Source: an optimization exercise on an open RTL-to-GDS flow (aim: small area and a short achievable clock period). Production flows keep margins and buffers that such runs may drop.
The RTL was checked by simulation tests, not by an equivalence proof against the original design.
Power figures rest on the tool's default switching activity, not on a simulated workload.

## flow/design.v (module list and top-level ports; edited modules follow where they fit)
// module audio_ice40_fc_mac_array: 1164 lines
module audio_ice40_fc_mac_array #(
    parameter int DW         = 16,
    parameter int WW         = 16,
    parameter int AW         = 40,
    parameter int LANES      = 4,
    parameter int BIAS_DEPTH = 64,
    parameter int BIAS_SHIFT = 15
) (
    input  logic                          clk,
    input  logic                          reset,
    input  logic                          i_bias_we,
    input  logic [$clog2(BIAS_DEPTH)-1:0] i_bias_waddr,
    input  logic [LANES*16-1:0]           i_bias_wdata,
    input  logic [$clog2(BIAS_DEPTH)-1:0] i_bias_addr,
    input  logic                          i_init_bias,
    input  logic                          i_run,
    input  logic [DW-1:0]                 i_din,
    input  logic                          i_din_val,
    input  logic [LANES*WW-1:0]           i_weight,
    input  logic                          i_relu,
    input  logic [5:0]                    i_out_shift,
    input  logic                          i_shift,
    input  logic [15:0]                   i_cascade_in,
    output logic [15:0]                   o_cascade_out,
    output logic [LANES*16-1:0]           o_result,
    output logic                          o_done,
    output logic [LANES-1:0]              o_sat
);
  // ...
==> flow/run.sh <==
#!/bin/bash
# synth_recipe.tcl (not shown) runs the flow's synth.tcl, then flattens the netlist and writes it again
# the make line also repeats each setting of config.mk as NAME=value (left out here)
make -C /OpenROAD-flow-scripts/flow DESIGN_CONFIG=/design/flow/config.mk WORK_HOME=/design/flow/orfs CLKGATE_MAP_FILE= SYNTH_SCRIPT=/design/flow/synth_recipe.tcl finish
==> flow/config.mk <==
export PLATFORM = sky130hd
export DESIGN_NAME = audio_ice40_fc_mac_array
export DESIGN_NICKNAME = audio_ice40_fc_mac_array
export VERILOG_FILES = /design/flow/design.v
export SDC_FILE = /design/flow/constraint.sdc
export NUM_CORES = 4
export LEC_CHECK = 0
export CAP_MARGIN = 20
export CORE_MARGIN = 2
export CORE_UTILIZATION = 30
export CTS_CLUSTER_DIAMETER = 80
export CTS_CLUSTER_SIZE = 24
export SETUP_SLACK_MARGIN = 4.0
export SLEW_MARGIN = 20
==> flow/constraint.sdc <==
create_clock -name core_clock -period 7.5 [get_ports {clk}]
set_input_delay 1.5000 -clock core_clock [delete_from_list [all_inputs] [get_ports {clk}]]
set_output_delay 1.5000 -clock core_clock [all_outputs]
set_load 0.01 [all_outputs]
==> impl_metrics.ini, run 1 <==
[hold_path]
whs_endpoint = run_q[2]$_DFF_PP0_
whs_path_depth = 0

[drt]
drc_errors = 0
first_pass_iters = 9
viasPerCell = 6.40

[critical_path]
crit_buf_inv = 0
cp_slowest_stage_delay_ns = 0.69
critPathSlowestCell = nor4_4
rr_worst_depth = 13
r2r-start = pb_q[0][2]$_DFF_P_
arrival_ns = 4.78
crit_path_frequent_cell = a21o_1

[yosys]
synth.area.top_cells = edfxtp_1, a22oi_1, fa_1
synth.most_common_cell = edfxtp_1
ys_types = 95
yosysTopAreaCell = edfxtp_1
synth-seq-cells = 4798

[global_routing]
top_usage_layer = met2

[layout]
n_all_buffers = 1535
final_common_cell = edfxtp_1
n_all_inverters = 475
areaGrowthSynthToFinish_pct = 19.3

[floorplanning]
die_y_um = 828
tap_cells = 8968

[pwr]
pg_comb_mw = 36.3
p_seq_mw = 32.6
power.density_mw_per_mm2 = 349
p_seq_share_pct = 38.4
clk-power_mw = 15.9
ir_drop_mv = 0.709
power_switching_mw = 33.2

[outcome]
status = complete, no violations

[placement]
placedCellCount = 22479

[cts]
cts.clk_slew.worst_paths_ns = 0.10

[sta]
rsz0062_at_grt = true
min_period_ns = 3.91
whs_ns = 0.377
==> run 2: changes to the inputs <==
--- a/flow/design.v
+++ b/flow/design.v
@@ -24,65 +24,58 @@
     output logic [15:0]                   o_cascade_out,
     output logic [LANES*16-1:0]           o_result,
     output logic                          o_done,
     output logic [LANES-1:0]              o_sat
 );
     logic [64*64-1:0]    mem_q;
     logic [63:0]         rsel;
     logic [63:0]         rdata;
+    logic [63:0]         bias_q;
     logic                init_q;
     logic [7:0]          bone_q, btwo_q, bneg_q;
     logic [63:0]         w_q;
     logic                v_q, v1_q;
     logic [39:0]         pa_d [4], pb_d [4];    
-    logic [39:0]         pa_q [4], pb_q [4];
-    logic [39:0]         cs_s [4], cs_c [4];
+    logic [30:0]         pa_q [4], pb_q [4];
     logic [39:0]         acc_q [4];
+    logic [39:0]         acc_sum [4];
     logic [2:0]          run_q;
     logic                done_q;
     logic                cap;
     logic [3:0][15:0]    res_q, res_d, chain_q;
     logic [3:0]          sat_q, sat_d;
     assign cap = run_q[2] & ~run_q[1];
-    logic                wr_q;
-    logic [5:0]          wa_q, ra_q;
-    logic [63:0]         wd_q;
-    always_ff @(posedge clk) begin
-        wr_q <= i_bias_we;
-        wa_q <= i_bias_waddr;
-        wd_q <= i_bias_wdata;
-        ra_q <= i_bias_addr;
-    end
     for (genvar k = 0; k < 64; k++) begin : g_mem
         always_ff @(posedge clk) begin
-            if (wr_q && wa_q == 6'(k)) mem_q[64*k +: 64] <= wd_q;
+            if (i_bias_we && i_bias_waddr == 6'(k)) mem_q[64*k +: 64] <= i_bias_wdata;
         end
     end
     always_comb begin
         rdata = '0;
         for (int k = 0; k < 64; k++) begin
-            rsel[k] = (ra_q == 6'(k));
+            rsel[k] = (i_bias_addr == 6'(k));
             rdata   = rdata | ({64{rsel[k]}} & mem_q[64*k +: 64]);
         end
     end
     always_ff @(posedge clk) begin
+        bias_q <= rdata;
         w_q    <= i_weight;
         for (int j = 0; j < 8; j++) begin
             logic b2, b1, b0;
             b2 = i_din[2*j+1];
             b1 = i_din[2*j];
             b0 = (j == 0) ? 1'b0 : i_din[2*j-1];
             bone_q[j] <= b1 ^ b0;
             btwo_q[j] <= (b2 & ~b1 & ~b0) | (~b2 & b1 & b0);
             bneg_q[j] <= b2;
         end
         for (int n = 0; n < 4; n++) begin
-            pa_q[n] <= pa_d[n];
-            pb_q[n] <= pb_d[n];
+            pa_q[n] <= pa_d[n][30:0];
+            pb_q[n] <= pb_d[n][30:0];
         end
     end
     wire [16:0] pp0_0;
     assign pp0_0 = ({17{bone_q[0]}} & {w_q[15], w_q[15:0]} | {17{btwo_q[0]}} & {w_q[15:0], 1'b0}) ^ {17{bneg_q[0]}};
     wire [16:0] pp0_1;
     assign pp0_1 = ({17{bone_q[1]}} & {w_q[15], w_q[15:0]} | {17{btwo_q[1]}} & {w_q[15:0], 1'b0}) ^ {17{bneg_q[1]}};
     wire [16:0] pp0_2;
     assign pp0_2 = ({17{bone_q[2]}} & {w_q[15], w_q[15:0]} | {17{btwo_q[2]}} & {w_q[15:0], 1'b0}) ^ {17{bneg_q[2]}};
@@ -1051,98 +1044,88 @@
     wire m3_s221 = ~pp3_6[16] ^ pp3_7[14] ^ m3_c168;
     wire m3_c222 = (~pp3_6[16] & pp3_7[14]) | (~pp3_6[16] & m3_c168) | (pp3_7[14] & m3_c168);
     wire m3_s223 = pp3_7[15] ^ 1'b1;
     wire m3_c224 = pp3_7[15] & 1'b1;
     wire [39:0] ra3 = {1'b1, 1'b1, 1'b1, 1'b1, 1'b1, 1'b1, 1'b1, 1'b1, 1'b1, ~pp3_7[16], m3_s223, m3_s221, m3_s219, m3_s217, m3_s215, m3_s213, m3_s211, m3_s209, m3_s207, m3_s205, m3_s203, m3_s201, m3_s199, m3_s197, m3_s195, m3_s193, m3_s191, m3_s189, m3_s187, m3_s185, m3_s183, m3_s181, m3_s179, m3_s177, m3_s175, m3_s173, m3_s171, m3_s169, pp3_0[1], pp3_0[0]};
     wire [39:0] rb3 = {1'b0, 1'b0, 1'b0, 1'b0, 1'b0, 1'b0, 1'b0, 1'b0, 1'b0, m3_c224, m3_c222, m3_c220, m3_c218, m3_c216, m3_c214, m3_c212, m3_c210, m3_c208, m3_c206, m3_c204, m3_c202, m3_c200, m3_c198, m3_c196, m3_c194, m3_c192, m3_c190, m3_c188, m3_c186, m3_c184, m3_c182, m3_c180, m3_c178, m3_c176, m3_c174, m3_c172, m3_c170, bneg_q[1], 1'b0, bneg_q[0]};
     assign pa_d[3] = ra3;
     assign pb_d[3] = rb3;
+    for (genvar n = 0; n < 4; n++) begin : g_lane
+        fcm_accadd u_add (
+            .acc(acc_q[n]), .pa({9'h1FF, pa_q[n]}), .pb({9'h000, pb_q[n]}), .sum(acc_sum[n])
+        );
+    end
+    logic [23:0] sth;
     always_comb begin
-        for (int n = 0; n < 4; n++) begin
-            cs_s[n] = acc_q[n] ^ pa_q[n] ^ pb_q[n];
-            cs_c[n] = {(acc_q[n][38:0] & pa_q[n][38:0]) | (acc_q[n][38:0] & pb_q[n][38:0]) | (pa_q[n][38:0] & pb_q[n][38:0]), 1'b0};
-        end
+        for (int j = 0; j < 24; j++) sth[j] = (i_out_shift <= 6'(j));
     end
-    logic [39:0] acc_sum [4];
     always_comb begin
         for (int n = 0; n < 4; n++) begin
-            logic [39:0] g [7];
-            logic [39:0] p [7];
-            g[0] = cs_s[n] & cs_c[n];
-            p[0] = cs_s[n] ^ cs_c[n];
-            for (int l = 0; l < 6; l++) begin
+            logic [39:0] a;
+            logic [15:0] r;
+            logic [38:15] x;
+            logic [23:0] nf;
+            logic neg, fits, rz;
+            a   = acc_q[n];
+            neg = a[39];
+            begin
+                logic [39:0] u1, u2;
                 for (int i = 0; i < 40; i++) begin
-                    if (i >= (1 << l)) begin
-                        g[l+1][i] = g[l][i] | (p[l][i] & g[l][i - (1 << l)]);
-                        p[l+1][i] = p[l][i] & p[l][i - (1 << l)];
-                    end else begin
-                        g[l+1][i] = g[l][i];
-                        p[l+1][i] = p[l][i];
-                    end
+                    case (i_out_shift[5:4])
+                        2'd0: u1[i] = a[i];
+                        2'd1: u1[i] = (i + 16 < 40) ? a[(i + 16 < 40) ? i + 16 : 39] : neg;
+                        2'd2: u1[i] = (i + 32 < 40) ? a[(i + 32 < 40) ? i + 32 : 39] : neg;
+                        default: u1[i] = neg;
+                    endcase
+                end
+                for (int i = 0; i < 28; i++) begin
+                    case (i_out_shift[3:2])
+                        2'd0: u2[i] = u1[i];
+                        2'd1: u2[i] = u1[(i + 4 < 40) ? i + 4 : 39];
+                        2'd2: u2[i] = u1[(i + 8 < 40) ? i + 8 : 39];
+                        default: u2[i] = u1[(i + 12 < 40) ? i + 12 : 39];
+                    endcase
+                end
+                for (int i = 28; i < 40; i++) u2[i] = 1'b0;
+                for (int i = 0; i < 16; i++) begin
+                    case (i_out_shift[1:0])
+                        2'd0: r[i] = u2[i];
+                        2'd1: r[i] = u2[i + 1];
+                        2'd2: r[i] = u2[i + 2];
+                        default: r[i] = u2[i + 3];
+                    endcase
                 end
             end
-            acc_sum[n][0] = p[0][0];
-            for (int i = 1; i < 40; i++) acc_sum[n][i] = p[0][i] ^ g[6][i-1];
+            for (int i = 15; i < 39; i++) x[i] = a[i] ^ a[39];
+            for (int j = 0; j < 24; j++) nf[j] = |(x >> j);
+            fits = ~|(nf & sth);
+            rz  = i_relu & neg;
+            sat_d[n] = ~rz & ~fits;
+            res_d[n] = rz ? 16'h0000 : ~fits ? {neg, {15{~neg}}} : r;
         end
     end
     always_ff @(posedge clk or posedge reset) begin
         if (reset) begin
             v_q    <= 1'b0;
             v1_q   <= 1'b0;
             init_q <= 1'b0;
             for (int n = 0; n < 4; n++) acc_q[n] <= '0;
         end else begin
             v_q    <= i_run & i_din_val;
             v1_q   <= v_q;
             init_q <= i_init_bias;
             for (int n = 0; n < 4; n++) begin
                 if (init_q)
-                    acc_q[n] <= {{9{rdata[16*n+15]}}, rdata[16*n +: 16], 15'd0};
+                    acc_q[n] <= {{9{bias_q[16*n+15]}}, bias_q[16*n +: 16], 15'd0};
                 else if (v1_q)
                     acc_q[n] <= acc_sum[n];
             end
         end
     end
-    logic [7:0]  shi, slo;
-    logic [23:0] sth;
-    always_comb begin
-        for (int k = 0; k < 8; k++) begin
-            shi[k] = (i_out_shift[5:3] == 3'(k));
-            slo[k] = (i_out_shift[2:0] == 3'(k));
-        end
-        for (int j = 0; j < 24; j++) sth[j] = (i_out_shift <= 6'(j));
-    end
-    always_comb begin
-        for (int n = 0; n < 4; n++) begin
-            logic [39:0] a;
-            logic [22:0] t;
-            logic [15:0] r;
-            logic [38:15] x;
-            logic [23:0] nf;
-            logic neg, fits, rz;
-            a   = acc_q[n];
-            neg = a[39];
-            for (int k = 0; k < 23; k++) begin
-                t[k] = 1'b0;
-                for (int h = 0; h < 8; h++)
-                    t[k] = t[k] | (shi[h] & ((k + 8*h) < 40 ? a[(k + 8*h) < 40 ? (k + 8*h) : 39] : neg));
-            end
-            for (int i = 0; i < 16; i++) begin
-                r[i] = 1'b0;
-                for (int l = 0; l < 8; l++) r[i] = r[i] | (slo[l] & t[i + l]);
-            end
-            for (int i = 15; i < 39; i++) x[i] = a[i] ^ a[39];
-            for (int j = 0; j < 24; j++) nf[j] = |(x >> j);
-            fits = ~|(nf & sth);
-            rz  = i_relu & neg;
-            sat_d[n] = ~rz & ~fits;
-            res_d[n] = rz ? 16'h0000 : ~fits ? {neg, {15{~neg}}} : r;
-        end
-    end
     always_ff @(posedge clk or posedge reset) begin
         if (reset) begin
             run_q   <= '0;
             done_q  <= 1'b0;
             res_q   <= '0;
             chain_q <= '0;
             sat_q   <= '0;
         end else begin
@@ -1157,8 +1140,19 @@
             end
         end
     end
     assign o_result      = res_q;
     assign o_cascade_out = chain_q[3];
     assign o_done        = done_q;
     assign o_sat         = sat_q;
 endmodule
+module fcm_accadd (
+    input  logic [39:0] acc,
+    input  logic [39:0] pa,
+    input  logic [39:0] pb,
+    output logic [39:0] sum
+);
+    logic [39:0] s, c;
+    assign s   = acc ^ pa ^ pb;
+    assign c   = {(acc[38:0] & pa[38:0]) | (acc[38:0] & pb[38:0]) | (pa[38:0] & pb[38:0]), 1'b0};
+    assign sum = s + c;
+endmodule
==> flow/flow/run.sh (new file) <==
#!/bin/bash
set -euo pipefail
export BUFFER_PORTS_ARGS="-buffer_cell sky130_fd_sc_hd__buf_4"
export CTS_ARGS="-sink_clustering_enable -repair_clock_nets -sink_clustering_size 20 -sink_clustering_max_diameter 60 -dont_use_dummy_load"
bash standard.sh > make_finish.log 2>&1
==> flow/standard.sh (new file) <==
#!/bin/bash
# synth_recipe.tcl (not shown) runs the flow's synth.tcl, then flattens the netlist and writes it again
# the make line also repeats each setting of config.mk as NAME=value (left out here)
make -C /OpenROAD-flow-scripts/flow DESIGN_CONFIG=/design/flow/config.mk WORK_HOME=/design/flow/orfs CLKGATE_MAP_FILE= SYNTH_SCRIPT=/design/flow/synth_recipe.tcl "${@:-finish}"
==> flow/config.mk (replaced) <==
export PLATFORM = sky130hd
export DESIGN_NAME = audio_ice40_fc_mac_array
export DESIGN_NICKNAME = audio_ice40_fc_mac_array
export VERILOG_FILES = /design/flow/design.v
export SDC_FILE = /design/flow/constraint.sdc
export NUM_CORES = 4
export LEC_CHECK = 0
export CAP_MARGIN = 40
export CORE_MARGIN = 2
export CORE_UTILIZATION = 40
export SETUP_SLACK_MARGIN = 4.0
export SLEW_MARGIN = 40
export SYNTH_HIERARCHICAL = 1
removed: flow/run.sh
==> run 2 against run 1 <==
Compared with the run above:
- clock-buffer cell count down 46
- still clean on timing, DRC and antenna
- non-clock buffer count down 684
- sequential power about the same
- via count decreased by 6.1%
- first-iteration DRC count shrank 19%
- setup slack better by 0.35 ns
- die area fell by 24%
- highest routed layer unchanged
- cell area decreased by 3.9%
- fmax up 9.8%
- critical path type is now input port to register
- synthesized cell count is 0.69% higher
- final cell count decreased by 12%
- register-to-register slack better by 0.37 ns
==> impl_metrics.ini, run 2 <==
[global_routing]
antenna_found_initial = 66
grt_pass1_vias = 132813
grt_max_degree = 116
grt_pass1_wl_um = 1170000
grt-ovfl-total = 0
grt_usage_pct = 32.7

[drt]
wl_met1_um = 304000
ant_nets = 0
wl_met2_um = 400000
drt-initial-drc-count = 26104
first_pass_iters = 10
drc_errors = 0
viasPerCell = 6.86
vias = 143401
highest_layer = met5
drt-wirelength-per-cell_um = 42.3
wl_met3_um = 118000
routed_wl_um = 883000

[floorplanning]
die_area_mm2 = 0.522
num_rows = 263
die-width_um = 722
coreArea_mm2 = 0.513
initial_core_util_pct = 40.2
ioPinCount = 271
die_y_um = 722

[layout]
final_common_cell = edfxtp_1
finalNetCount = 15026
layout-drive-gt1-share_pct = 14.1
mostFrequentLayoutCells = edfxtp_1, a22oi_1, a221oi_1
areaGrowthSynthToFinish_pct = 13.1
largest_reg_flops = 4096
regMostFlops = mem_q
reg.largest.list = mem_q (4096), acc_q (160), pa_q (124)

[sta]
rsz0062_at_grt = true
tightest_slew_ns = 1.44
fmax_mhz = 281
hold_viol_final = 0
setup_tns_ns = 0
min_period_ns = 3.56
clock_skew_ns = 0.158
finalSetupViolCount = 0
drv_slew = 0
finalCritPeriodShare_pct = 47.5
slew_headroom_pct = 4.16

[cts]
ctsHoldBuffers = 0
root_buffer = clkbuf_16
insertion_delay_ns = 1.08
cts.clk_slew.worst_paths_ns = 0.06
cts_tree = done
cts.sinks = 4785
htree_levels = 5
clk_path_buf_depth = 4
cts_buffers = 361

[yosys]
synth.most_common_cell = edfxtp_1
yosysTopAreaCell = edfxtp_1
yosysWarnings = 18
synth-edff-count = 4096
async_flop_share_pct = 6.25
ys_types = 101
synth_commonest_cells = edfxtp_1, a22oi_1, a221oi_1
ys_seq_area_share_pct = 67.0
synth-seq-cells = 4785
yosys.area.top_type_share_pct = 59.6
synth_area_mm2 = 0.206
synth.area.top_cells = edfxtp_1, fa_1, dfxtp_1
netlist_instances = 13829
avgSynthCellArea_um2 = 14.9
synth-main-ff-cell = edfxtp_1

[pwr]
ir_drop_mv = 0.501
leakage_nw = 78.4
power.density_mw_per_mm2 = 338
finalPower_mw = 79.0

[critical_path]
critPathSlowestCell = or4_1
crit_path_end_kind = register
crit_buf_inv = 2
arrival_ns = 4.48
cp_slowest_stage_delay_ns = 0.57
r2r_setup_slack_ns = 3.96
cp.required_ns = 8.41
start_kind = input port
criticalPathCategory = input port to register
path_cells = buf_4 -> nand2b_4 -> nor2_4 -> buf_12 -> a22o_1 -> a221oi_1 -> nand4_1 -> or4_1
crit_fanout = 57
critPathTopFamily = simple AND/OR/NAND/NOR gates

[placement]
gp_congestion = 0.908
hpwl_um = 481000
portBuffers = 270

[outcome]
status = complete, no violations

[hold_path]
hp-class = register to register

[run]
drv_cap = 0
-- run 2: final cells by class --
cell class,instances,area (µm²)
antenna,32,80.1
clock buffer,361,9030
fill,44816,280000
inverter,462,1750
multi-input combinational,7643,65300
sequential,4785,139000
tap,6757,8450
timing repair buffer,851,10200
-- run 2: per-module statistics from Yosys (local to each module, per instance) --
module	area [µm²]	cells
audio_ice40_fc_mac_array	194000	12257
fcm_accadd	3180	393
-- run 2: through the flow --
stage               cells  util (%)  setup slack (ns)  hold slack (ns)  area (µm²)
floorplan           13903         -              2.03            0.329      207000
global placement    20233      42.5              1.62            0.342      218000
detailed placement  20308      42.8              1.57            0.347      220000
CTS                 20746      45.0              3.97            0.354      231000
global route        20877      45.5              3.87            0.368      233000
finish              20891      45.5              3.94            0.350      233000
-- run 2: final timing paths --
kind	end	start	depth (start not counted)
max in group asynchronous	chain_q[54]$_DFFE_PP0P_	reset	4
max	bias_q[31]$_DFF_P_	i_bias_addr[4]	8
min reg2reg	v1_q$_DFF_PP0_	v_q$_DFF_PP0_	0
max reg2reg	acc_q[3][39]$_DFFE_PP0P_	acc_q[3][25]$_DFFE_PP0P_	11
min	v1_q$_DFF_PP0_	v_q$_DFF_PP0_	0
min in group asynchronous	res_q[25]$_DFFE_PP0P_	reset	2
-- run 2: cell families after synthesis --
kind of cell,Yosys count,share of synthesized area [%]
xor gates and xnor gates,701,2.98
buffers and inverters,1476,2.80
other,2,0.00364
DFF,4785,67.0
AOI/OAI and AO/OA,3869,14.3
muxes,396,2.10
adders and majority gates,736,6.25
and+or+nand+nor,1864,4.54
-- run 2: layer usage --
metal	GRT usage, %	vias up
met4	18.2	30
li1	-	54751
met1	42.1	74225
met5	0	-
met2	51.3	11752
met3	7.59	2643
-- run 2: timing repair --
action	CTS	global route
resized for setup	382	301
buffers inserted	75	100
pin swaps	35	79
endpoints found under the setup margin	364	249
gates cloned	2	7
-- run 2: power by group --
part,total (mW),switching [mW],leakage [nW],internal [mW]
clock,17.4,8.97,4.45,8.44
sequential,32.5,2.18,43.7,30.4
combinational,29.0,17.4,30.2,11.6
==> run 3: changes to the inputs <==
--- a/flow/config.mk
+++ b/flow/config.mk
@@ -9,4 +9,5 @@
 export CORE_MARGIN = 2
 export CORE_UTILIZATION = 40
+export PLACE_DENSITY = 0.72
 export SETUP_SLACK_MARGIN = 4.0
 export SLEW_MARGIN = 40
==> run 3 against run 2 <==
Compared with the run above:
- combinational power is 5% lower
- fmax decreased by 2.2%
- first-iteration DRC count grew 8.1%
- die area stayed put
- non-clock buffer count up 19
- synthesized cell count is the same
- critical path type unchanged
- critical endpoint is now bias_q[1]$_DFF_P_
- largest cell class unchanged
==> impl_metrics.ini, run 3 <==
[outcome]
status = complete, no violations

[critical_path]
r2r_setup_slack_ns = 4.00
r2r_end = acc_q[0][24]$_DFFE_PP0P_
r2r-start = acc_q[0][5]$_DFFE_PP0P_
crit_fanout = 21
criticalPathCategory = input port to register
crit_buf_inv = 3
critPathSlowestCell = nor2_4
cp.depth = 10
start_kind = input port
startpoint = i_bias_addr[0]
path_cells = buf_4 -> nor2_1 -> nand3_1 -> nor2_4 -> buf_6 -> buf_4 -> a22oi_1 -> nand4_1 -> nor3_1 -> nand2_1
crit_path_frequent_cell = buf_4
rr_worst_depth = 11
arrival_ns = 4.50
crit_path_end_kind = register
cp.required_ns = 8.35
crit_end = bias_q[1]$_DFF_P_
cp_slowest_stage_delay_ns = 0.62
critPathTopFamily = simple AND/OR/NAND/NOR gates

[placement]
dpl_cell_area_mm2 = 0.219
gp_congestion = 0.932
hpwl_um = 465000
portBuffers = 270

[yosys]
synth.area.top_cells = edfxtp_1, fa_1, dfxtp_1
yosys.area.top_type_share_pct = 59.6
synth-main-ff-cell = edfxtp_1
yosysTopAreaCell = edfxtp_1
async_flop_share_pct = 6.25
ys_types = 101
ys_seq_area_share_pct = 67.0
yosysWarnings = 18
synth_area_mm2 = 0.206
avgSynthCellArea_um2 = 14.9
netlist_instances = 13829
synth-edff-count = 4096
synth_commonest_cells = edfxtp_1, a22oi_1, a221oi_1
synth-seq-cells = 4785
synth.most_common_cell = edfxtp_1

[cts]
root_buffer = clkbuf_16
cts_buffers = 303
insertion_delay_ns = 1.04
cts.sinks = 4785
clk_path_buf_depth = 4
htree_levels = 5
cts_tree = done
ctsHoldBuffers = 0
cts.clk_slew.worst_paths_ns = 0.08

[drt]
drt-initial-drc-count = 28221
viasPerCell = 6.92
routed_wl_um = 843000
drc_errors = 0
first_pass_iters = 9
drt-wirelength-per-cell_um = 40.4
ant_nets = 0
vias = 144523

[layout]
areaGrowthSynthToFinish_pct = 12.1
regMostFlops = mem_q
final_common_cell = edfxtp_1
reg.largest.list = mem_q (4096), acc_q (160), pa_q (124)
finalNetCount = 14993
mostFrequentLayoutCells = edfxtp_1, a22oi_1, a221oi_1
largest_reg_flops = 4096
stdcell_area_mm2 = 0.231
layout-drive-gt1-share_pct = 13.7

[global_routing]
grt_pass1_vias = 134416
grt_max_degree = 147
grt_usage_pct = 31.1
grt-ovfl-total = 0
antenna_found_initial = 74
grt_pass1_wl_um = 1120000

[sta]
clock_skew_ns = 0.149
min_period_ns = 3.64
finalSetupViolCount = 0
drv_slew = 0
rsz0062_at_grt = true
whs_ns = 0.358
setup_tns_ns = 0
fmax_mhz = 275
hold_viol_final = 0
tightest_slew_ns = 1.34
finalCritPeriodShare_pct = 48.5
slew_headroom_pct = 10.4

[floorplanning]
ioPinCount = 271
die_y_um = 722
num_rows = 263
die-width_um = 722
die_area_mm2 = 0.522
initial_core_util_pct = 40.2
coreArea_mm2 = 0.513

[pwr]
ir_drop_mv = 0.349
power.density_mw_per_mm2 = 328
finalPower_mw = 75.8
leakage_nw = 77.6

[hold_path]
hp-class = register to register

[run]
drv_cap = 0
-- run 3: Yosys stat by module, one instance, submodules excluded --
module,cells,flip-flops and latches,copies in the design
audio_ice40_fc_mac_array,12257,4785,1
fcm_accadd,393,0,4
-- run 3: where the power goes --
| group | leakage, nW | switching [mW] | total [mW] | internal [mW] |
|---|---|---|---|---|
| clock network | 3.73 | 8.50 | 15.7 | 7.16 |
| registers | 43.8 | 2.29 | 32.6 | 30.3 |
| logic | 30.1 | 16.7 | 27.5 | 10.9 |
-- run 3: stage by stage --
step           instances  setup slack (ns)  util (%)
2_1_floorplan      13903              2.03         -
3_3_place_gp       20257              1.40      42.5
3_5_place_dp       20301              1.96      42.7
4_1_cts            20672              3.97      44.5
5_1_grt            20841              3.93      45.1
6_report           20876              3.86      45.1
-- run 3: kinds of logic after synthesis --
logic type / after synthesis / synth area share (%)
buffers and inverters: 1476 / 2.80
AO/OA/AOI/OAI: 3869 / 14.3
other: 2 / 0.00364
adder cells (fa/ha/maj): 736 / 6.25
AND/OR/NAND/NOR: 1864 / 4.54
XOR/XNOR: 701 / 2.98
multiplexers: 396 / 2.10
flip-flops: 4785 / 67.0
-- run 3: timing repair --
item                       4_1_cts  5_1_grt
setup buffers                   64      132
cloned                           4        8
pin swaps                       35       64
setup endpoints to repair      358      256
resized for setup              311      293
-- run 3: layout make-up --
type	count	area, µm²
timing repair buffer	870	9830
tap	6757	8450
fill	43918	282000
timing repair inverter	1	5.00
multi-input combinational	7648	65100
inverter	462	1750
antenna	50	125
clock buffer	303	7580
sequential	4785	139000
-- run 3: worst min-delay path by stage --
stage | from | to | slack (ns) | cells past startpoint
after floorplan | bneg_q[0]$_DFF_P_ | pb_q[0][0]$_DFF_P_ | 0.33 | 0
after global placement | run_q[0]$_DFF_PP0_ | run_q[1]$_DFF_PP0_ | 0.33 | 0
after detailed placement | run_q[0]$_DFF_PP0_ | run_q[1]$_DFF_PP0_ | 0.35 | 0
after CTS | run_q[0]$_DFF_PP0_ | run_q[1]$_DFF_PP0_ | 0.36 | 0
after global routing | run_q[0]$_DFF_PP0_ | run_q[1]$_DFF_PP0_ | 0.37 | 0
final | run_q[0]$_DFF_PP0_ | run_q[1]$_DFF_PP0_ | 0.36 | 0
-- run 3: metal layers --
| metal | wire [µm] | up-vias | track usage (%) |
|---|---|---|---|
| met2 | 365000 | 14633 | 47.3 |
| met3 | 145000 | 3655 | 10.9 |
| met1 | 259000 | 71491 | 37.4 |
| met4 | 73400 | 50 | 20.9 |
| met5 | 359 | - | 0 |
| li1 | - | 54694 | - |
==> run 4: changes to the inputs <==
==> flow/flow/run.sh (replaced) <==
#!/bin/bash
set -euo pipefail
export BUFFER_PORTS_ARGS="-buffer_cell sky130_fd_sc_hd__buf_4"
export CTS_ARGS="-sink_clustering_enable -repair_clock_nets -sink_clustering_size 30 -sink_clustering_max_diameter 90 -dont_use_dummy_load"
bash standard.sh > make_finish.log 2>&1
--- a/flow/config.mk
+++ b/flow/config.mk
@@ -9,5 +9,4 @@
 export CORE_MARGIN = 2
 export CORE_UTILIZATION = 40
-export PLACE_DENSITY = 0.72
 export SETUP_SLACK_MARGIN = 4.0
 export SLEW_MARGIN = 40
==> run 4 against run 3 <==
Compared with the run above:
- first-iteration DRC count shrank 7.6%
- hold slack got worse by 0.0026 ns
- final cell count decreased by 0.66%
- combinational power rose by 4%
- clock power shrank 17%
- cell area decreased by 0.86%
- routed wire length increased by 4.2%
- setup slack better by 0.087 ns
- area after synthesis stayed put
- still clean on timing, DRC and antenna
- non-clock buffer count fell by 15
- sequential share of layout area up 0.53 points
==> impl_metrics.ini, run 4 <==
[cts]
ctsHoldBuffers = 0
htree_levels = 4
root_buffer = clkbuf_16
cts.clk_slew.worst_paths_ns = 0.11
cts_tree = done
insertion_delay_ns = 1.07
cts.sinks = 4785
cts_buffers = 202
clk_path_buf_depth = 4

[yosys]
yosysTopAreaCell = edfxtp_1
synth-edff-count = 4096
synth-seq-cells = 4785
synth-main-ff-cell = edfxtp_1
yosys.area.top_type_share_pct = 59.6
yosysWarnings = 18
synth_commonest_cells = edfxtp_1, a22oi_1, a221oi_1
synth_area_mm2 = 0.206
ys_types = 101
avgSynthCellArea_um2 = 14.9
ys_seq_area_share_pct = 67.0
synth.most_common_cell = edfxtp_1
async_flop_share_pct = 6.25
netlist_instances = 13829
synth.area.top_cells = edfxtp_1, fa_1, dfxtp_1

[critical_path]
crit_path_frequent_cell = buf_4
critPathTopFamily = simple AND/OR/NAND/NOR gates
cp_slowest_stage_delay_ns = 0.78
critPathSlowestCell = buf_4
crit_path_end_kind = register
cp.required_ns = 8.47
path_cells = buf_4 -> nor2b_1 -> nand3_1 -> nor2_4 -> buf_4 -> a22o_1 -> a221oi_1 -> nand4_1 -> nor3_1 -> nand2_1
start_kind = input port
crit_buf_inv = 2
arrival_ns = 4.52
criticalPathCategory = input port to register
crit_fanout = 25

[drt]
routed_wl_um = 879000
drc_errors = 0
first_pass_iters = 6
drt-initial-drc-count = 26081
vias = 142749
ant_nets = 0
drt-wirelength-per-cell_um = 42.4
viasPerCell = 6.88

[pwr]
ir_drop_mv = 0.505
leakage_nw = 76.4
power.density_mw_per_mm2 = 323

[global_routing]
grt_pass1_wl_um = 1170000
grt-ovfl-total = 0
antenna_found_initial = 67
grt_max_degree = 116
grt_usage_pct = 32.6
grt_pass1_vias = 131502

[sta]
finalSetupViolCount = 0
finalCritPeriodShare_pct = 47.4
drv_slew = 0
clock_skew_ns = 0.192
slew_headroom_pct = 17.6
min_period_ns = 3.55
fin_ws_ns = 3.95
rsz0062_at_grt = true
setup_tns_ns = 0
hold_viol_final = 0
whs_ns = 0.356
tightest_slew_ns = 1.24
fmax_mhz = 281

[placement]
hpwl_um = 481000
gp_congestion = 0.908
portBuffers = 270
place_ws_ns = 1.57

[floorplanning]
initial_core_util_pct = 40.2
die_y_um = 722
num_rows = 263
coreArea_mm2 = 0.513
die_area_mm2 = 0.522
ioPinCount = 271
die-width_um = 722

[layout]
multi_input_area_mm2 = 0.0652
reg.largest.list = mem_q (4096), acc_q (160), pa_q (124)
layout-drive-gt1-share_pct = 13.1
largest_reg_flops = 4096
seqCellArea_mm2 = 0.139
finalNetCount = 14874
areaGrowthSynthToFinish_pct = 11.2
post-route-util_pct = 44.7
mostFrequentLayoutCells = edfxtp_1, a22oi_1, a221oi_1
final_common_cell = edfxtp_1
regMostFlops = mem_q
fillCellCount = 45190

[run]
drv_cap = 0

[hold_path]
hp-class = register to register

[outcome]
status = complete, no violations
==> run 4: cell counts after synthesis <==
Identical to the previous run, type by type.
==> run 4: per-module statistics from Yosys (local to each module, per instance) <==
module,cells inside,copies in the design,cell area (µm²),flops+latches
fcm_accadd,393,4,3180,0
audio_ice40_fc_mac_array,12257,1,194000,4785
==> run 4: logic make-up after synthesis <==
group	synth area share, %
muxes	2.10
buffers and inverters	2.80
AOI/OAI and AO/OA	14.3
xor gates and xnor gates	2.98
other	0.00364
and+or+nand+nor	4.54
DFF	67.0
adders and majority gates	6.25
==> run 4: path summary, 6_finish.rpt <==
path                                          start                       end  slack [ns]  depth (start not counted)
max                                  i_bias_addr[2]        bias_q[20]$_DFF_P_        3.95                         10
min                                   v_q$_DFF_PP0_            v1_q$_DFF_PP0_        0.36                          0
max reg2reg                acc_q[3][30]$_DFFE_PP0P_  acc_q[3][39]$_DFFE_PP0P_        4.00                         11
min reg2reg                           v_q$_DFF_PP0_            v1_q$_DFF_PP0_        0.36                          0
max in group asynchronous                     reset   chain_q[54]$_DFFE_PP0P_        5.47                          4
min in group asynchronous                     reset     res_q[25]$_DFFE_PP0P_        0.55                          2
==> run 4: routing by layer <==
metal | routed length (µm) | up-vias | GRT usage [%]
met5 | 134 | - | 0
met4 | 59800 | 20 | 17.8
met3 | 116000 | 2567 | 6.91
met2 | 399000 | 11874 | 51.3
met1 | 304000 | 73898 | 42.2
li1 | - | 54390 | -
==> run 4: stage by stage <==
| step | total power [mW] | cells | instance area [µm²] |
|---|---|---|---|
| after detailed placement | 57.9 | 20308 | 220000 |
| final | 74.2 | 20739 | 229000 |
| after global placement | 57.7 | 20233 | 218000 |
| after floorplan | 48.8 | 13903 | 207000 |
| after global routing | 77.3 | 20723 | 229000 |
| after CTS | 71.8 | 20586 | 227000 |
==> run 4: area by class of cell <==
cell class | instances | area share (%)
clock buffers | 202 | 2.20
repair buffers | 855 | 4.45
inverters | 462 | 0.761
flip-flops and latches | 4785 | 60.4
multi-input cells | 7646 | 28.4
well taps | 6757 | 3.69
diodes | 32 | 0.0349
==> run 4: report_power, final <==
group	switching [mW]	internal, mW
Combinational	17.2	11.4
Clock	8.16	4.83
Sequential	2.19	30.4
Total	27.5	46.6
==> run 4: repair_timing <==
| action | CTS | global route |
|---|---|---|
| pin swaps | 36 | 72 |
| setup buffers | 73 | 106 |
| gates cloned | 3 | 9 |
| gates resized for setup | 374 | 291 |
| endpoints found under the setup margin | 366 | 257 |
| hold endpoints to repair | 0 | 0 |
==> run 5: changes to the inputs <==
--- a/flow/config.mk
+++ b/flow/config.mk
@@ -9,4 +9,5 @@
 export CORE_MARGIN = 2
 export CORE_UTILIZATION = 40
+export PLACE_DENSITY = 0.72
 export SETUP_SLACK_MARGIN = 4.0
 export SLEW_MARGIN = 40
==> run 5 against run 4 <==
Compared with the run above:
- total power down 1.7%
- largest cell class unchanged
- first-iteration DRC count grew 10%
- area after synthesis unchanged
- via count up 1.1%
- final cell count grew 0.16%
- critical endpoint is now bias_q[24]$_DFF_P_
- hold slack gained 0.0094 ns
- register-to-register slack worse by 0.03 ns
- still clean on timing, DRC and antenna
- highest routed layer unchanged
- fmax shrank 1.5%
- synthesized cell count unchanged
==> impl_metrics.ini, run 5 <==
[floorplanning]
initial_core_util_pct = 40.2
coreArea_mm2 = 0.513
die_y_um = 722
die-width_um = 722
ioPinCount = 271
die_area_mm2 = 0.522
num_rows = 263

[yosys]
synth-main-ff-cell = edfxtp_1
synth_compound_area_share_pct = 14.3
ys_seq_area_share_pct = 67.0
synth_commonest_cells = edfxtp_1, a22oi_1, a221oi_1
synth-edff-count = 4096
synth.area.top_cells = edfxtp_1, fa_1, dfxtp_1
synth_area_mm2 = 0.206
avgSynthCellArea_um2 = 14.9
yosysWarnings = 18
synth-seq-cells = 4785
netlist_instances = 13829
post_synth_mux_area_share_pct = 2.10
synth_top_family_by_area = compound AO/OA/AOI/OAI gates
synth.most_common_cell = edfxtp_1
synth_xor_area_share_pct = 2.98
yosys.area.top_type_share_pct = 59.6
yosysTopAreaCell = edfxtp_1
ys_types = 101
synthSimpleGateAreaFrac_pct = 4.54
synth-adder-area-share_pct = 6.25
async_flop_share_pct = 6.25

[outcome]
status = complete, no violations

[sta]
finalSetupViolCount = 0
drv_slew = 0
hold_viol_final = 0
tightest_slew_ns = 1.13
slew_headroom_pct = 24.8
finalCritPeriodShare_pct = 48.1
rsz0062_at_grt = true
min_period_ns = 3.61
fmax_mhz = 277
fin_ws_ns = 3.89
clock_skew_ns = 0.152
setup_tns_ns = 0

[critical_path]
startpoint = i_bias_addr[0]
criticalPathCategory = input port to register
crit_path_end_kind = register
crit_fanout = 17
arrival_ns = 4.40
r2r_setup_slack_ns = 3.97
r2r_end = acc_q[3][39]$_DFFE_PP0P_
crit_end = bias_q[24]$_DFF_P_
cp.required_ns = 8.30
start_kind = input port
r2r-start = acc_q[3][29]$_DFFE_PP0P_
rr_worst_depth = 11

[pwr]
power.density_mw_per_mm2 = 319
leakage_nw = 76.3
ir_drop_mv = 0.351

[layout]
mostFrequentLayoutCells = edfxtp_1, a22oi_1, a221oi_1
areaGrowthSynthToFinish_pct = 10.9
stdcell_area_mm2 = 0.229
fillCellCount = 44333
final_common_cell = edfxtp_1
fin_cells = 20772
reg.largest.list = mem_q (4096), acc_q (160), pa_q (124)
finalNetCount = 14892
regMostFlops = mem_q
largest_reg_flops = 4096
layout-drive-gt1-share_pct = 13.2

[global_routing]
antenna_found_initial = 77
grt_pass1_wl_um = 1120000
grt_max_degree = 147
grt_usage_pct = 31.1
grt_pass1_vias = 133625
grt-ovfl-total = 0

[drt]
wl_met3_um = 144000
wl_met2_um = 364000
vias = 144385
wl_met1_um = 260000
drt-wirelength-per-cell_um = 40.5
drc_errors = 0
ant_nets = 0
highest_layer = met5
drt-initial-drc-count = 28712
viasPerCell = 6.95
routed_wl_um = 842000
first_pass_iters = 6

[cts]
cts.clk_slew.worst_paths_ns = 0.11
cts_tree = done
insertion_delay_ns = 1.04
root_buffer = clkbuf_16
ctsHoldBuffers = 0
cts_buffers = 195
htree_levels = 4
cts.sinks = 4785
clk_path_buf_depth = 4

[placement]
gp_congestion = 0.932
dpl_cell_area_mm2 = 0.219
hpwl_um = 465000
portBuffers = 270
placedCellCount = 20301
place_ws_ns = 1.96

[run]
drv_cap = 0

[hold_path]
hp-class = register to register
## run 5: cell counts after synthesis
No cell type changed its count.
## run 5: logic make-up after synthesis
family / after synthesis
DFF: 4785
AOI/OAI and AO/OA: 3869
and+or+nand+nor: 1864
buffers and inverters: 1476
adders and majority gates: 736
xor gates and xnor gates: 701
muxes: 396
other: 2
## run 5: what timing repair did
item	CTS	global route
resized for setup	331	305
pin swaps	39	78
cloned	5	7
endpoints found under the setup margin	364	243
buffers inserted	91	116
## run 5: worst min path at each step
stage / start / end / cells past startpoint
detailed placement: run_q[0]$_DFF_PP0_ / run_q[1]$_DFF_PP0_ / 0
global placement: run_q[0]$_DFF_PP0_ / run_q[1]$_DFF_PP0_ / 0
global route: run_q[0]$_DFF_PP0_ / run_q[1]$_DFF_PP0_ / 0
floorplan: bneg_q[0]$_DFF_P_ / pb_q[0][0]$_DFF_P_ / 0
CTS: run_q[0]$_DFF_PP0_ / run_q[1]$_DFF_PP0_ / 0
finish: run_q[0]$_DFF_PP0_ / run_q[1]$_DFF_PP0_ / 0
## run 5: power breakdown
group	internal, mW	switching, mW
registers	30.3	2.21
logic	10.9	16.8
clock network	4.68	7.96
total	45.9	26.9
## run 5: layout make-up
type / instances / area [µm²] / area share, %
Timing Repair Buffer: 879 / 9880 / 4.32
Multi-Input combinational cell: 7646 / 65100 / 28.4
Sequential cell: 4785 / 139000 / 60.6
Antenna cell: 47 / 118 / 0.0514
Clock buffer: 195 / 4880 / 2.13
Tap cell: 6757 / 8450 / 3.70
Inverter: 462 / 1750 / 0.764
Timing Repair inverter: 1 / 5.00 / 0.00219
## run 5: modules after synthesis (local to each module, per instance)
module / area, µm² / flip-flops and latches
audio_ice40_fc_mac_array: 194000 / 4785
fcm_accadd: 3180 / 0
## run 5: worst max-delay path, stage by stage
cell      delay (ns)
buf_4           0.11
nor2b_1         0.31
nand2_1         0.31
nor2_4          0.69
buf_4           0.65
a22o_1          0.23
a221oi_1        0.05
nand4_1         0.19
nor3_1          0.08
nand2_1         0.25
## run 5: layer usage
metal / vias up / GRT usage, %
met4: 44 / 20.8
met5: - / 0
met3: 3649 / 10.8
li1: 54438 / -
met1: 71738 / 37.4
met2: 14516 / 47.2
## run 5: stage by stage
| stage | util [%] | hold WS, ns | total power [mW] |
|---|---|---|---|
| after floorplan | - | 0.329 | 48.8 |
| after global placement | 42.5 | 0.334 | 57.0 |
| after detailed placement | 42.7 | 0.348 | 57.3 |
| after CTS | 44.0 | 0.367 | 70.5 |
| after global routing | 44.6 | 0.379 | 75.7 |
| final | 44.6 | 0.365 | 72.9 |

## what the ideal ports hide
The flow's constraints put no driver on any port. The routed layouts listed below were extracted and timed again, unchanged, in two steps. Step 1: set_driving_cell puts a clkbuf_16 on clk and a buf_2 on each other input, an assumption about the parent block. Step 2, shift: input delay + t, output delay - t, t = (earliest + latest rising clock arrival at the registers) / 2. This alone moves slack from input paths to output paths. a / b / c = no drivers / after step 1 / after step 2; a / b = the first two.
run | shift t [ns] | setup WS [ns] | worst setup path at the end | latest minus earliest clock arrival (ns) | pins driven straight from the clock port
run 1 | 1.163 | 3.589 / 3.589 / 2.730 | input to register | 0.144 / 0.143 | 1
run 2 | 1.122 | 3.938 / 3.960 / 2.851 | input to register | 0.174 / 0.174 | 1
run 3 | 1.096 | 3.859 / 3.900 / 2.804 | input to register | 0.164 / 0.164 | 1
run 4 | 1.112 | 3.946 / 3.858 / 2.746 | input to register | 0.220 / 0.220 | 1
run 5 | 1.061 | 3.892 / 3.865 / 2.804 | input to register | 0.210 / 0.210 | 1
After both steps every run listed still meets setup and hold. The setup slack of run 4, which loses most, moves by -0.088 ns with the drivers and by -1.200 ns with both steps.
